From an optimization exercise on the open Yosys and OpenROAD flow, aimed at small area, a short achievable clock period and few clock cycles per item; shortcuts taken in it are not production practice.
RTL that was checked went through simulation tests only; none was proved equivalent to the original.
Only the layout flow was run in runs 2 and 3; the RTL was not checked for function there.

==> flow/design.v, too long to show whole: its modules and the start of the top module <==
// module pow_stream: 3240 lines
module pow_stream #(
  parameter int DATA_W = 32,
  parameter int EXP_W  = 3,
  parameter int ID_W   = 1
) (
  input  logic              clk,
  input  logic              aresetn,
  input  logic              s_tvalid,
  output logic              s_tready,
  input  logic [DATA_W-1:0] s_tdata,
  input  logic [EXP_W-1:0]  s_texp,
  input  logic [ID_W-1:0]   s_tid,
  input  logic              s_tlast,
  output logic              m_tvalid,
  input  logic              m_tready,
  output logic [DATA_W-1:0] m_tdata,
  output logic [ID_W-1:0]   m_tid,
  output logic              m_tlast,
  output logic              m_tovf
);
  // ...
==> flow/run.sh <==
#!/bin/bash
# synth_recipe.tcl (not shown) runs the flow's synth.tcl, then flattens the netlist and writes it again
# the make line also repeats each setting of config.mk as NAME=value (left out here)
make -C /OpenROAD-flow-scripts/flow DESIGN_CONFIG=/design/flow/config.mk WORK_HOME=/design/flow/orfs CLKGATE_MAP_FILE= SYNTH_SCRIPT=/design/flow/synth_recipe.tcl finish
==> flow/config.mk <==
export PLATFORM = sky130hd
export DESIGN_NAME = pow_stream
export DESIGN_NICKNAME = pow_stream
export VERILOG_FILES = /design/flow/design.v
export SDC_FILE = /design/flow/constraint.sdc
export NUM_CORES = 4
export LEC_CHECK = 0
export CAP_MARGIN = 0
export CORE_MARGIN = 2
export CORE_UTILIZATION = 40
export SETUP_SLACK_MARGIN = 4.5
export SLEW_MARGIN = 0
export TNS_END_PERCENT = 0
==> flow/constraint.sdc <==
create_clock -name core_clock -period 7.6 [get_ports {clk}]
set_input_delay 1.5200 -clock core_clock [delete_from_list [all_inputs] [get_ports {clk}]]
set_output_delay 1.5200 -clock core_clock [all_outputs]
set_load 0.01 [all_outputs]
==> flow_metrics.env, run 1 <==
export IMPL_rr_worst_depth=10
export IMPL_std_cell_rows=86
export IMPL_synth_nets=2581
export IMPL_fp_coreArea_um2=55200
export IMPL_hold_path_startpoint="a_x[8]"
export IMPL_hold_path_depth=0
export IMPL_cts_tree="built"
export IMPL_timing_critical_path_depth=10
export IMPL_setup_worst_path_class="reg -> reg"
export IMPL_signal_buffers=223
export IMPL_maxCapViolCount=0
export IMPL_netlist_top_cell_by_area="sky130_fd_sc_hd__dfxtp_1"
export IMPL_worstSkewPairLatency_ps=570
export IMPL_yosys_area_share_simple_pct=7.62
export IMPL_post_synth_inst_count=2250
export IMPL_outcome="finished clean"
export IMPL_area_of_the_multi_input_gates_um2=14600
export IMPL_max_flop_register="a_enc"
export IMPL_clock_fmax_mhz=247
export IMPL_place_congestion=0.909
export IMPL_layout_cells_non_filler=3075
export IMPL_synth_mux_area_share_pct=1.94
export IMPL_cpPeakStageDelay_ps=560
export IMPL_chip_height_um=241
export IMPL_fin_tns_setup_ps=0
export IMPL_nWellTaps=748
export IMPL_ctsLongestPathBuffers=3
export IMPL_min_path_type="reg -> reg"
export IMPL_detail_route_wl_per_cell_um=24.1
export IMPL_start_kind="flip-flop"
export IMPL_critical_path_max_fanout=8
export IMPL_place_ws_ps=2320
export IMPL_setup_violations=0
export IMPL_end_of_the_worst_hold_path="c_x[8]"
export IMPL_multi_input_area_share_pct=54.3
export IMPL_final_hold_violation_count=0
export IMPL_cts_inserted_buffers=35
export IMPL_post_route_drc_count=0
export IMPL_max_slew_margin_pct=25.9
export IMPL_largest_net_degree_at_the_start_of_global_routing=71
Testbench counts, summed over its fixed seeds: cycles 18,241, items 8,000.
==> run 2: changes to the inputs <==
--- a/flow/design.v
+++ b/flow/design.v
@@ -44,21 +44,21 @@
   logic [DATA_W-1:0] c_s0, c_s1;  
   logic [1:0]        c_t;         
   logic [DATA_W-1:0] c_x;
   logic [1:0]        c_ops;
   logic [2:0]        c_sel;
   logic [1:0]        c_tk;
   logic [ID_W-1:0]   c_id;
   logic              c_last;
-  logic              h_v;
-  logic [DATA_W-1:0] h_data;
-  logic [1:0]        h_tk;
-  logic [ID_W-1:0]   h_id;
-  logic              h_last;
+  logic              h_v    [2];
+  logic [DATA_W-1:0] h_data [2];
+  logic [1:0]        h_tk   [2];
+  logic [ID_W-1:0]   h_id   [2];
+  logic              h_last [2];
   logic              o_v;
   logic [DATA_W-1:0] o_data;
   logic [ID_W-1:0]   o_id;
   logic              o_last;
   logic [1:0]        t_in, t_out;
   logic [ND-1:0]     mm_one, mm_two, mm_neg;
   logic [DATA_W-1:0] mm_a, mm_r0, mm_r1, mm_s0, mm_s1, mm_y;
   logic [1:0]        mm_t, mm_st;   
@@ -3125,62 +3125,69 @@
   assign mm_n1525 = mm_n1334 ^ mm_n1486;
   assign mm_n1526 = mm_n1335 ^ mm_n1488;
   assign mm_n1527 = mm_n1336 ^ mm_n1490;
   assign mm_n1528 = mm_n1337 ^ mm_n1492;
   assign mm_n1529 = mm_n1338 ^ mm_n1494;
   assign mm_n1530 = mm_n1339 ^ mm_n1496;
   assign mm_n1531 = mm_n1530 ^ (^mm_st);
   assign mm_y = {mm_n1531, mm_n1529, mm_n1528, mm_n1527, mm_n1526, mm_n1525, mm_n1524, mm_n1523, mm_n1522, mm_n1521, mm_n1520, mm_n1519, mm_n1518, mm_n1517, mm_n1516, mm_n1515, mm_n1514, mm_n1513, mm_n1512, mm_n1511, mm_n1510, mm_n1509, mm_n1508, mm_n1507, mm_n1506, mm_n1505, mm_n1504, mm_n1503, mm_n1502, mm_n1501, mm_n1500, mm_n1308};
-  logic              w_o_free, w_fin, w_c_to_o, w_h_to_o, w_c_to_h, w_c_nop, w_take;
+  logic              w_o_free, w_fin, w_c_to_o, w_c_to_h, w_c_nop, w_take;
+  logic [1:0]        w_h_to_o, w_c_to_hi;
   logic [DATA_W-1:0] w_prod;
   logic [1:0]        w_ops;
   logic [2:0]        w_sel;
   assign mm_one = a_enc[ND-1:0];
   assign mm_two = a_enc[2*ND-1:ND];
   assign mm_neg = a_enc[3*ND-1:2*ND];
   assign mm_a   = a_mc;
   assign mm_s0  = c_s0;
   assign mm_s1  = c_s1;
   assign mm_st  = c_t;
   assign w_prod = mm_y;
   assign w_o_free = ~o_v | m_tready;
   assign w_fin    = c_v & (c_ops == 2'd0);
-  assign w_h_to_o = h_v & (h_tk == t_out) & w_o_free;
+  assign w_h_to_o[0] = h_v[0] & (h_tk[0] == t_out) & w_o_free;
+  assign w_h_to_o[1] = h_v[1] & (h_tk[1] == t_out) & w_o_free;
   assign w_c_to_o = w_fin & (c_tk == t_out) & w_o_free;
-  assign w_c_to_h = w_fin & ~w_c_to_o & ~h_v;
+  assign w_c_to_h = w_fin & ~w_c_to_o & ~(h_v[0] & h_v[1]);
+  assign w_c_to_hi[0] = w_c_to_h & ~h_v[0];
+  assign w_c_to_hi[1] = w_c_to_h & h_v[0];
   assign w_c_nop  = w_fin & ~w_c_to_o & ~w_c_to_h;
-  assign s_tready = aresetn & (~c_v | (w_fin & (~h_v | w_c_to_o)));
+  assign s_tready = aresetn & (~c_v | (w_fin & (~(h_v[0] & h_v[1]) | w_c_to_o)));
   assign w_take   = s_tvalid & s_tready;
   always_comb begin
     case (s_texp)
       3'd3:    begin w_ops = 2'd1; w_sel = 3'b001; end
       3'd4:    begin w_ops = 2'd1; w_sel = 3'b000; end
       3'd5:    begin w_ops = 2'd2; w_sel = 3'b010; end
       3'd6:    begin w_ops = 2'd2; w_sel = 3'b001; end
       3'd7:    begin w_ops = 2'd3; w_sel = 3'b101; end
       default: begin w_ops = 2'd0; w_sel = 3'b000; end
     endcase
   end
   always_ff @(posedge clk or negedge aresetn) begin
     if (!aresetn) begin
       a_v   <= 1'b0;
       c_v   <= 1'b0;
-      h_v   <= 1'b0;
+      h_v[0] <= 1'b0;
+      h_v[1] <= 1'b0;
       o_v   <= 1'b0;
       t_in  <= 2'd0;
       t_out <= 2'd0;
     end else begin
       c_v   <= a_v;
       a_v   <= (c_v & ~w_fin) | w_c_nop | w_take;
       if (w_take) t_in <= t_in + 2'd1;
-      if (w_c_to_o || w_h_to_o) t_out <= t_out + 2'd1;
-      if (w_c_to_h)      h_v <= 1'b1;
-      else if (w_h_to_o) h_v <= 1'b0;
-      if (w_c_to_o || w_h_to_o) o_v <= 1'b1;
+      if (w_c_to_o || (|w_h_to_o)) t_out <= t_out + 2'd1;
+      for (int i = 0; i < 2; i++) begin
+        if (w_c_to_hi[i])     h_v[i] <= 1'b1;
+        else if (w_h_to_o[i]) h_v[i] <= 1'b0;
+      end
+      if (w_c_to_o || (|w_h_to_o)) o_v <= 1'b1;
       else if (m_tready)        o_v <= 1'b0;
     end
   end
   always_ff @(posedge clk) begin
     c_s0   <= mm_r0;
     c_s1   <= mm_r1;
     c_t    <= mm_t;
     c_x    <= a_x;
@@ -3211,26 +3218,32 @@
       a_id   <= s_tid;
       a_last <= s_tlast;
     end else begin
       a_x    <= c_x;
       a_tk   <= c_tk;
       a_id   <= c_id;
       a_last <= c_last;
     end
-    if (w_c_to_h) begin
-      h_data <= w_prod;
-      h_tk   <= c_tk;
-      h_id   <= c_id;
-      h_last <= c_last;
+    for (int i = 0; i < 2; i++) begin
+      if (w_c_to_hi[i]) begin
+        h_data[i] <= w_prod;
+        h_tk[i]   <= c_tk;
+        h_id[i]   <= c_id;
+        h_last[i] <= c_last;
+      end
     end
-    if (w_h_to_o) begin
-      o_data <= h_data;
-      o_id   <= h_id;
-      o_last <= h_last;
+    if (w_h_to_o[0]) begin
+      o_data <= h_data[0];
+      o_id   <= h_id[0];
+      o_last <= h_last[0];
+    end else if (w_h_to_o[1]) begin
+      o_data <= h_data[1];
+      o_id   <= h_id[1];
+      o_last <= h_last[1];
     end else if (w_c_to_o) begin
       o_data <= w_prod;
       o_id   <= c_id;
       o_last <= c_last;
     end
   end
   assign m_tvalid = o_v;
   assign m_tdata  = o_data;
==> flow/config.mk (replaced) <==
export PLATFORM = sky130hd
export DESIGN_NAME = pow_stream
export DESIGN_NICKNAME = pow_stream
export VERILOG_FILES = /design/flow/design.v
export SDC_FILE = /design/flow/constraint.sdc
export NUM_CORES = 4
export LEC_CHECK = 0
export CAP_MARGIN = 20
export CORE_MARGIN = 2
export CORE_UTILIZATION = 40
export SETUP_SLACK_MARGIN = 3.5
export SLEW_MARGIN = 20
export TNS_END_PERCENT = 0
==> flow_metrics.env, run 2 <==
export IMPL_outcome="finished clean"
export IMPL_clock_tree_sinks=342
export IMPL_detailedRoute_firstPassIterationCount=6
export IMPL_ctsLongestPathBuffers=3
export IMPL_post_synth_top_count_cell="sky130_fd_sc_hd__dfxtp_1"
export IMPL_reg_largest_list="h_data x64, a_enc x48"
export IMPL_fin_tns_setup_ps=0
export IMPL_crit_share_post_route_pct=54.8
export IMPL_synthArstFlopShare_pct=2.63
export IMPL_largest_net_degree_at_the_start_of_global_routing=74
export IMPL_detailedPlacementHpwl_mm=52.6
export IMPL_critical_path_max_fanout=6
export IMPL_required_ps=8030
export IMPL_areaGrowthSynthToFinish_pct=16.2
export IMPL_synthTopCellsByCount="sky130_fd_sc_hd__dfxtp_1 (227), sky130_fd_sc_hd__fa_1 (200), sky130_fd_sc_hd__xor2_1 (195)"
export IMPL_synth_top_cells_by_area="sky130_fd_sc_hd__dfxtp_1 (19%), sky130_fd_sc_hd__fa_1 (17%), sky130_fd_sc_hd__edfxtp_1 (13%), sky130_fd_sc_hd__xor2_1 (7.1%), sky130_fd_sc_hd__a22oi_1 (4.7%)"
export IMPL_post_route_cells_drive_above_1_share_pct=14.4
export IMPL_cpPeakStageDelay_ps=560
export IMPL_post_synth_inst_count=2366
export IMPL_hold_worst_slack_ps=299
export IMPL_antenna_found_initial=1
export IMPL_layout_commonest_cell="sky130_fd_sc_hd__dfxtp_1"
export IMPL_cp_cell_sequence="buf_12, clkinvlp_4, o221ai_2, nand2_2, fa_2, fa_1, fa_1, inv_2, fa_1, fa_1, fa_1"
export IMPL_std_cell_rows=89
export IMPL_netlist_top_cell_by_area="sky130_fd_sc_hd__dfxtp_1"
export IMPL_setup_worst_path_class="reg -> reg"
export IMPL_synth_nets=2697
export IMPL_start_kind="flip-flop"
export IMPL_fp_coreArea_um2=59100
export IMPL_final_antenna_net_count=0
export IMPL_chip_height_um=249
export IMPL_total_number_of_vias=19400
export IMPL_clock_fmax_mhz=240
export IMPL_numPortBuffers=76
export IMPL_setup_violations=0
export IMPL_cpMaxStageDelayCell="sky130_fd_sc_hd__fa_1"
export IMPL_timing_worst_slew_pin_value_ps=1200
export IMPL_yosys_area_top_type_share_pct=19.0
export IMPL_ys_seq_elements=342
export IMPL_min_path_type="reg -> reg"
export IMPL_cts_tree="built"
export IMPL_critPathMostFrequentCell="sky130_fd_sc_hd__fa_1"
export IMPL_detail_route_vias_per_cell=6.09
export IMPL_synth_yosys_seq_area_share_pct=33.2
export IMPL_worstSkewPairLatency_ps=580
export IMPL_synthFlopType="sky130_fd_sc_hd__dfxtp_1"
export IMPL_antenna_cells=0
export IMPL_avgSynthCellArea_um2=10.1
export IMPL_max_slew_margin_pct=19.7
export IMPL_vias_in_the_first_global_route=19800
export IMPL_grtUsageTotal_pct=24.9
export IMPL_place_congestion=0.947
export IMPL_reg_clk_slew_reported_paths_ps=60
export IMPL_layout_cells_most_common_list="sky130_fd_sc_hd__dfxtp_1 (195), sky130_fd_sc_hd__xor2_1 (186), sky130_fd_sc_hd__fa_1 (175), sky130_fd_sc_hd__a22oi_1 (148), sky130_fd_sc_hd__nor2_1 (141)"
export IMPL_post_route_drc_count=0
export IMPL_critPathCaptureType="flip-flop"
export IMPL_finish_net_count=2711
export IMPL_gr_total_overflow=0
export IMPL_cts_hold_fix_buffers=0
export IMPL_grt_setup_unrepaired="true"
export IMPL_maxCapViolCount=0
export IMPL_synth_enable_flop_cells=106
export IMPL_slew_viol_final=0
export IMPL_grt_first_pass_wirelength_mm=119
export IMPL_drt_wl_total_mm=78.7
export IMPL_synthesis_area_um2=24000
export IMPL_initial_core_util_pct=40.5
export IMPL_floorplan_io_pins=78
export IMPL_yosys_warnings=6
export IMPL_detail_route_wl_per_cell_um=24.7
export IMPL_cts_inserted_buffers=38
export IMPL_max_h_tree_level=2
export IMPL_minimum_clock_period_ps=4170
export IMPL_cp_data_arrival_time_ps=4600
export IMPL_floorplan_die_width_um=249
export IMPL_synth_lib_cells_used_distinct=78
export IMPL_largest_register_ff_count=64
export IMPL_fp_dieArea_um2=61900
export IMPL_final_hold_violation_count=0
export IMPL_clock_tree_root_cell="sky130_fd_sc_hd__clkbuf_16"
export IMPL_clock_skew_ps=40.4
export IMPL_max_flop_register="h_data"
export IMPL_number_of_drc_violations_after_detailed_routing_iteration_0=1778
## run 2: final cells by class
type | instances | area, µm²
clock buffers | 50 | 1070
clock inverters | 20 | 263
fillers | 5398 | 31300
inverters | 145 | 573
multi-input cells | 1654 | 14900
flip-flops and latches | 342 | 8020
well taps | 773 | 967
repair buffers | 195 | 2050
repair inverters | 4 | 25.0
## run 2: through the flow
stage                     instances  instance area (µm²)  worst slack, ps  utilization, %
after global placement         3052                25400             1710            42.9
after detailed placement       3052                25400             1670            42.9
after global routing           3183                27900             3330            47.1
final                          3183                27900             3430            47.1
after floorplan                2366                24000             2900               -
after CTS                      3166                27500             3410            46.6
## run 2: per-layer routing
metal | vias to the layer above | track usage [%] | wire length, µm
li1 | 8505 | - | -
met2 | 915 | 41.1 | 37600
met4 | 0 | 10.3 | 2970
met1 | 9785 | 32.4 | 32100
met5 | - | 0 | 0
met3 | 186 | 4.32 | 6050
## run 2: timing repair
| action | in CTS | in global routing |
|---|---|---|
| pin swaps | 11 | 22 |
| gates cloned | 10 | 2 |
| gates resized for setup | 121 | 54 |
| endpoints found under the setup margin | 62 | 29 |
| setup buffers | 34 | 15 |
## run 2: worst max-delay path: cells and delay by family, from the launching register on
family | cells | cell delay, ps
fa+ha+maj | 6 | 2850
simple gates | 1 | 100
compound gates | 1 | 290
flops | 1 | 360
buf+inv | 3 | 430
## run 2: cell families after synthesis
| family | count (synthesis) | synth area share (%) |
|---|---|---|
| AO/OA/AOI/OAI | 666 | 20.8 |
| XOR/XNOR | 238 | 8.79 |
| adder cells (fa/ha/maj) | 290 | 21.4 |
| buffers and inverters | 372 | 5.87 |
| flip-flops | 342 | 33.2 |
| multiplexers | 47 | 2.15 |
| other | 1 | 0.0156 |
| AND/OR/NAND/NOR | 410 | 7.76 |
## run 2: worst paths after layout
| check | start | to | slack, ps | depth (start not counted) |
|---|---|---|---|---|
| min in group asynchronous | aresetn | t_out[1] | 1020 | 1 |
| max reg2reg | a_enc[22] | c_s1[30] | 3430 | 11 |
| min reg2reg | a_x[2] | c_x[2] | 300 | 0 |
| max | a_enc[22] | c_s1[30] | 3430 | 11 |
| min | a_x[2] | c_x[2] | 300 | 0 |
| max in group asynchronous | aresetn | t_in[0] | 6260 | 1 |
==> run 3: changes to the inputs <==
--- a/flow/config.mk
+++ b/flow/config.mk
@@ -10,3 +10,3 @@
 export CORE_UTILIZATION = 40
-export SETUP_SLACK_MARGIN = 3.5
+export SETUP_SLACK_MARGIN = 4.5
 export SLEW_MARGIN = 20
==> flow_metrics.env, run 3 <==
export IMPL_synth_yosys_seq_area_share_pct=33.2
export IMPL_layout_cells_non_filler=3189
export IMPL_grtUsageTotal_pct=25.3
export IMPL_synth_nets=2697
export IMPL_grt_setup_unrepaired="true"
export IMPL_critPathCaptureType="flip-flop"
export IMPL_synth_enable_flop_cells=106
export IMPL_start_kind="flip-flop"
export IMPL_required_ps=8040
export IMPL_floorplan_die_width_um=249
export IMPL_worst_slack_ps=3460
export IMPL_post_route_drc_count=0
export IMPL_chip_height_um=249
export IMPL_cpPeakStageDelay_ps=830
export IMPL_yosys_area_top_type_share_pct=19.0
export IMPL_synth_mux_area_share_pct=2.15
export IMPL_antenna_found_initial=2
export IMPL_fp_coreArea_um2=59100
export IMPL_worst_setup_path_endpoint="c_s1[30]"
export IMPL_numPortBuffers=76
export IMPL_initial_core_util_pct=40.5
export IMPL_synth_lib_cells_used_distinct=78
export IMPL_avgSynthCellArea_um2=10.1
export IMPL_detail_route_wl_per_cell_um=24.8
export IMPL_finalCoreUtilization_pct=47.5
export IMPL_floorplan_io_pins=78
export IMPL_post_synth_top_count_cell="sky130_fd_sc_hd__dfxtp_1"
export IMPL_reg_largest_list="h_data x64, a_enc x48"
export IMPL_cp_data_arrival_time_ps=4570
export IMPL_netlist_top_cell_by_area="sky130_fd_sc_hd__dfxtp_1"
export IMPL_post_route_cells_drive_above_1_share_pct=15.2
export IMPL_largest_register_ff_count=64
export IMPL_regToRegStartpoint="a_enc[8]"
export IMPL_placedCellCount=3047
export IMPL_clock_skew_ps=24.8
export IMPL_synthArstFlopShare_pct=2.63
export IMPL_drt_wl_total_mm=79.0
export IMPL_max_slew_margin_pct=30.8
export IMPL_areaGrowthSynthToFinish_pct=17.1
export IMPL_final_hold_violation_count=0
export IMPL_critPathMostFrequentCell="sky130_fd_sc_hd__fa_1"
export IMPL_vias_in_the_first_global_route=19500
export IMPL_hold_path_depth=0
export IMPL_layout_cells_most_common_list="sky130_fd_sc_hd__xor2_1 (186), sky130_fd_sc_hd__dfxtp_1 (186), sky130_fd_sc_hd__fa_1 (174), sky130_fd_sc_hd__a22oi_1 (148), sky130_fd_sc_hd__nor2_1 (141)"
export IMPL_slew_viol_final=0
export IMPL_synth_top_cells_by_area="sky130_fd_sc_hd__dfxtp_1 (19%), sky130_fd_sc_hd__fa_1 (17%), sky130_fd_sc_hd__edfxtp_1 (13%), sky130_fd_sc_hd__xor2_1 (7.1%), sky130_fd_sc_hd__a22oi_1 (4.7%)"
export IMPL_final_antenna_net_count=0
export IMPL_main_combinational_cell_family_by_area_after_synthesis="adder cells"
export IMPL_yosys_area_share_simple_pct=7.76
export IMPL_ctsLongestPathBuffers=3
export IMPL_yosys_warnings=6
export IMPL_detailedRoute_firstPassIterationCount=6
export IMPL_setup_violations=0
export IMPL_synthesis_area_um2=24000
export IMPL_maxCapViolCount=0
export IMPL_gr_total_overflow=0
export IMPL_place_congestion=0.917
export IMPL_timing_rr_end="c_s1[30]"
export IMPL_grt_first_pass_wirelength_mm=121
export IMPL_cts_tree="built"
export IMPL_synth_adder_area_share_pct=21.4
export IMPL_max_h_tree_level=2
export IMPL_detailedPlacementHpwl_mm=52.2
export IMPL_minimum_clock_period_ps=4140
export IMPL_detail_route_vias_per_cell=6.06
export IMPL_critPathLaunch="a_enc[8]"
export IMPL_cts_hold_fix_buffers=0
export IMPL_cpMaxStageDelayCell="sky130_fd_sc_hd__dfxtp_1"
export IMPL_synthFlopType="sky130_fd_sc_hd__dfxtp_1"
export IMPL_reg_clk_slew_reported_paths_ps=60
export IMPL_timing_critical_path_depth=9
export IMPL_largest_net_degree_at_the_start_of_global_routing=74
export IMPL_fill_cells=5412
export IMPL_place_ws_ps=1890
export IMPL_min_path_type="reg -> reg"
export IMPL_setup_worst_path_class="reg -> reg"
export IMPL_ys_seq_elements=342
export IMPL_rr_worst_depth=9
export IMPL_max_flop_register="h_data"
export IMPL_post_synthesis_compound_gate_area_fraction_pct=20.8
export IMPL_finish_net_count=2715
export IMPL_synthTopCellsByCount="sky130_fd_sc_hd__dfxtp_1 (227), sky130_fd_sc_hd__fa_1 (200), sky130_fd_sc_hd__xor2_1 (195)"
export IMPL_path_buf_inv=1
export IMPL_clock_fmax_mhz=242
export IMPL_clock_tree_sinks=342
export IMPL_timing_worst_slew_pin_value_ps=1030
export IMPL_cp_cell_sequence="a22oi_1, fa_2, fa_1, fa_2, fa_2, fa_1, fa_1, inv_1, fa_1"
export IMPL_fp_dieArea_um2=61900
export IMPL_number_of_drc_violations_after_detailed_routing_iteration_0=1917
export IMPL_crit_share_post_route_pct=54.4
export IMPL_total_number_of_vias=19300
export IMPL_worstSkewPairLatency_ps=580
export IMPL_worst_path_dominant_cell_family="adder cells"
export IMPL_yosys_area_share_xor_xnor_pct=8.79
export IMPL_critical_path_max_fanout=16
export IMPL_rrSetupSlack_ps=3460
export IMPL_post_synth_inst_count=2366
export IMPL_std_cell_rows=89
export IMPL_clock_tree_root_cell="sky130_fd_sc_hd__clkbuf_16"
export IMPL_fin_tns_setup_ps=0
export IMPL_cts_inserted_buffers=38
export IMPL_outcome="finished clean"
-- run 3: logic make-up after synthesis --
kind of cell / Yosys count
XOR/XNOR: 238
AND/OR/NAND/NOR: 410
flip-flops: 342
AO/OA/AOI/OAI: 666
other: 1
adder cells (fa/ha/maj): 290
buffers and inverters: 372
multiplexers: 47
-- run 3: what timing repair did --
item | CTS | global route
pin swaps | 27 | 6
buffers inserted | 44 | 4
cloned | 20 | 1
gates resized for setup | 178 | 17
setup endpoints to repair | 232 | 217
-- run 3: metrics by stage --
stage / cell area, µm² / hold WS [ps]
floorplan: 24400 / 310
global route: 28100 / 328
CTS: 27900 / 326
finish: 28100 / 324
global placement: 25400 / 311
detailed placement: 25400 / 312
-- run 3: routing by layer --
| metal | vias to the layer above | part of all wire [%] | global-route usage (%) |
|---|---|---|---|
| met3 | 201 | 8.0 | 5.14 |
| li1 | 8519 | - | - |
| met4 | 0 | 4.3 | 10.9 |
| met5 | - | 0 | 0 |
| met1 | 9666 | 41 | 32.7 |
| met2 | 950 | 47 | 41.2 |
-- run 3: worst min path at each step --
stage          startpoint       end  slack (ps)
6_report             a_id      c_id         320
3_3_place_gp     a_sel[2]  c_sel[2]         310
3_5_place_dp      a_x[30]   c_x[30]         310
2_1_floorplan        a_id      c_id         310
5_1_grt              a_id      c_id         330
4_1_cts           a_x[30]   c_x[30]         330
-- run 3: layout make-up --
type                       count  area (µm²)  area share, %
antenna                        2        5.00         0.0178
clock buffer                  54        1050           3.74
clock inverter                16         159          0.566
inverter                     145         607           2.16
multi-input combinational   1654       14900           53.2
sequential                   342        8040           28.6
tap                          773         967           3.44
timing repair buffer         195        2250           8.00
timing repair inverter         8        55.1          0.196

==> separate check: timing with driven ports <==
The flow's constraints put no driver on any port. The routed layouts listed below were extracted and timed again, unchanged, in two steps. Step 1 assumes that a clkbuf_16 drives the clock port and a buf_2 every other input. Step 2 adds t to the input delays and takes it off the output delays; t is the mean of the earliest and latest rising clock arrival at the registers after step 1. Input paths then give back, and output paths get back, about the clock's delay inside the block. Three values: ideal ports, drivers, drivers and shift; two values: the first two.
run	t (ns)	slack for setup (ns)	worst setup path after step 2	worst data-port slew with drivers (ns)	cell pins on the clock port's net
run 1	0.615	3.552 / 3.552 / 3.274	input to register	0.06	1
run 2	0.615	3.433 / 3.422 / 3.090	input to register	0.08	1
run 3	0.631	3.462 / 3.462 / 3.013	input to register	0.08	1
After both steps every run listed still meets setup and hold. For run 3, which loses most, drivers alone change the setup slack by 0.000 ns; drivers and shift together by -0.449 ns.
